Background: an optimization exercise with open tools, aiming at small area. Do not read the settings as production practice.
Function was checked by simulation only, so behaviour that the tests miss may differ from the original.
No activity file was given, so power comes from the tool's default toggle rates.

== zinc ==
==> flow/design.v (excerpt) <==
module register_file_sb #(
    parameter int XLEN     = 32,
    parameter int NREG     = 32,
    parameter int NRD      = 2,
    parameter int BYPASS   = 1,
    parameter int ZERO_REG = 1,
    parameter int AW       = $clog2(NREG)
) (
    input  logic                 i_clk,
    input  logic                 i_rst_n,
    input  logic                 i_reg_write,
    input  logic [AW-1:0]        i_addr_des,
    input  logic [XLEN-1:0]      i_data,
    input  logic [NRD*AW-1:0]    i_raddr,
    output logic [NRD*XLEN-1:0]  o_rdata,
    output logic [NRD-1:0]       o_rbusy,
    input  logic                 i_issue_valid,
    input  logic [AW-1:0]        i_issue_rd,
    output logic                 o_waw,
    input  logic                 i_flush,
    output logic                 o_pending
);
    logic [XLEN-1:0] regs [1:NREG-1];
    logic [XLEN-1:0] regs_d [1:NREG-1];
    logic [NREG-1:0] valid;
    logic [NREG-1:0] valid_d;
    logic [NREG-1:0] busy;
    logic [NREG-1:0] busy_nxt;
  ...
==> flow/config.mk <==
export PLATFORM = sky130hd
export DESIGN_NAME = register_file_sb
export DESIGN_NICKNAME = register_file_sb
export VERILOG_FILES = /design/flow/design.v
export SDC_FILE = /design/flow/constraint.sdc
export NUM_CORES = 4
export LEC_CHECK = 0
export CAP_MARGIN = 20
export CORE_MARGIN = 2
export CORE_UTILIZATION = 65
export SETUP_SLACK_MARGIN = 0.4
export SLEW_MARGIN = 20
export SYNTH_HIERARCHICAL = 1
==> flow/constraint.sdc <==
create_clock -name core_clock -period 7.0 [get_ports {i_clk}]
set_input_delay 1.4000 -clock core_clock [delete_from_list [all_inputs] [get_ports {i_clk}]]
set_output_delay 1.4000 -clock core_clock [all_outputs]
set_load 0.01 [all_outputs]
standard.sh (not shown) runs the stock make flow with config.mk's settings and CLKGATE_MAP_FILE= SYNTH_SCRIPT=/design/flow/synth_recipe.tcl, a recipe that flattens the netlist after the stock synthesis.
==> flow/flow/run.sh <==
#!/bin/bash
# The standard layout (standard.sh), with two changes:
#  - port buffers use buf_1 instead of the flow's default pick (a delay cell);
#  - CTS clusters up to 20 sinks (60 um across) per clkbuf_16 and inserts no dummy loads.
# Everything each tool prints goes to standard.log here; ORFS's per-step
# logs stay under orfs/logs.
set -euo pipefail
export BUFFER_PORTS_ARGS="-buffer_cell sky130_fd_sc_hd__buf_1"
export CTS_ARGS="-sink_clustering_enable -repair_clock_nets -sink_clustering_size 20 -sink_clustering_max_diameter 60 -buf_list sky130_fd_sc_hd__clkbuf_16 -dont_use_dummy_load"
bash standard.sh > standard.log 2>&1
Relative to zinc, the following input files were edited for maple:
# zinc
export LEC_CHECK = 0
export CAP_MARGIN = 20
export CORE_MARGIN = 2
export CORE_UTILIZATION = 65
export SETUP_SLACK_MARGIN = 0.4
export SLEW_MARGIN = 20
export SYNTH_HIERARCHICAL = 1
create_clock -name core_clock -period 7.0 [get_ports {i_clk}]
# maple
export LEC_CHECK = 0
export CAP_MARGIN = 20
export CORE_MARGIN = 2
export CORE_UTILIZATION = 65
export CTS_BUF_LIST = sky130_fd_sc_hd__clkbuf_16
export CTS_CLUSTER_DIAMETER = 100
export CTS_CLUSTER_SIZE = 30
export SLEW_MARGIN = 20
export SYNTH_HIERARCHICAL = 1
create_clock -name core_clock -period 7.0 [get_ports {i_clk}]
==> flow/run.sh (new file) <==
#!/bin/bash
# synth_recipe.tcl (not shown) runs the flow's synth.tcl, then flattens the netlist and writes it again
# the make line also repeats each setting of config.mk as NAME=value (left out here)
make -C /OpenROAD-flow-scripts/flow DESIGN_CONFIG=/design/flow/config.mk WORK_HOME=/design/flow/orfs CLKGATE_MAP_FILE= SYNTH_SCRIPT=/design/flow/synth_recipe.tcl finish
removed: flow/flow/run.sh
removed: flow/standard.sh
==> run notes <==
- No crash in maple: every stage finished, but the layout fails its final checks due to negative setup slack.
- Compared with zinc, maple shows a higher core utilization.
- maple vs. zinc: instance area at placement now sits higher, number of clock-tree buffers in the layout now sits lower, cell area now sits higher, count of filler cells inserted in the layout now sits lower.
- Between maple and zinc, it is maple whose portion of the clock cycle consumed by the worst path in the final layout is higher, by 8.3 points.
- Compared to zinc, maple has highest net fanout along the worst path 17 lower.
- Compared with zinc, maple shows a number of buffer and inverter instances along the worst setup path that is 2 lower.
Input-level comparison between garnet and maple:
# maple
export LEC_CHECK = 0
export CAP_MARGIN = 20
export CORE_MARGIN = 2
export CORE_UTILIZATION = 65
export CTS_BUF_LIST = sky130_fd_sc_hd__clkbuf_16
export CTS_CLUSTER_DIAMETER = 100
export CTS_CLUSTER_SIZE = 30
export SLEW_MARGIN = 20
export SYNTH_HIERARCHICAL = 1
create_clock -name core_clock -period 7.0 [get_ports {i_clk}]
# garnet
export LEC_CHECK = 0
export CAP_MARGIN = 20
export CORE_MARGIN = 2
export CORE_UTILIZATION = 55
export SETUP_SLACK_MARGIN = 0.7
export SLEW_MARGIN = 20
export SYNTH_HIERARCHICAL = 1
create_clock -name core_clock -period 7.0 [get_ports {i_clk}]
==> flow/flow/run.sh (new file) <==
#!/bin/bash
# The standard layout (standard.sh), with two changes:
#  - port buffers use buf_1 instead of the flow's default pick (a delay cell);
#  - CTS clusters up to 20 sinks (60 um across) per clkbuf_16 and inserts no dummy loads.
# Everything each tool prints goes to standard.log here; ORFS's per-step
# logs stay under orfs/logs.
set -euo pipefail
export BUFFER_PORTS_ARGS="-buffer_cell sky130_fd_sc_hd__buf_1"
export CTS_ARGS="-sink_clustering_enable -repair_clock_nets -sink_clustering_size 20 -sink_clustering_max_diameter 60 -buf_list sky130_fd_sc_hd__clkbuf_16 -dont_use_dummy_load"
bash standard.sh > standard.log 2>&1
==> flow/standard.sh (new file) <==
#!/bin/bash
# synth_recipe.tcl (not shown) runs the flow's synth.tcl, then flattens the netlist and writes it again
# the make line also repeats each setting of config.mk as NAME=value (left out here)
make -C /OpenROAD-flow-scripts/flow DESIGN_CONFIG=/design/flow/config.mk WORK_HOME=/design/flow/orfs CLKGATE_MAP_FILE= SYNTH_SCRIPT=/design/flow/synth_recipe.tcl "${@:-finish}"
removed: flow/run.sh
==> run notes <==
garnet: all stages complete, timing, DRC and antenna checks passed. In garnet relative to maple, number of vias in the routed layout had gone down by a few percent. Critical path depth in cells (lower): maple. For the number of clock buffers in the layout, garnet came in about 70% higher than maple did. Compared with maple, in garnet hold slack lost 0.0042 ns; aggregate routed wire length picked up an extra 2.6%. Final cell count (higher): garnet. Net switching power: maple and garnet compared, lower one is maple. Multi-input gate share of total cell area: garnet vs maple up 0.40 points.

## re-timing with driven ports
How much do the figures lean on ideal ports? The routed layouts below were timed once more, with nothing changed but the port constraints.
Step 1: set_driving_cell puts a clkbuf_16 on i_clk and a buf_2 on each other input, an assumption about the parent block.
Step 2 adds t to the input delays and takes it off the output delays; t is the mean of the earliest and latest rising clock arrival at the registers after step 1. Input paths then give back, and output paths get back, about the clock's delay inside the block.
Slacks: ideal / step 1 / step 2; pairs: ideal / step 1.
run	t, ns	setup WS [ns]	worst setup path after step 2	worst register clock-pin slew, ns	worst slew at a driven data input, ns
zinc	0.697	0.281 / 0.256 / 0.256	input to output	0.09 / 0.09	0.05
maple	0.722	-0.301 / -0.329 / -0.329	input to output	0.12 / 0.12	0.07
garnet	0.705	0.554 / 0.530 / 0.530	input to output	0.09 / 0.09	0.11
The setup slack of maple, which loses most, moves by -0.028 ns with the drivers and by -0.028 ns with both steps.
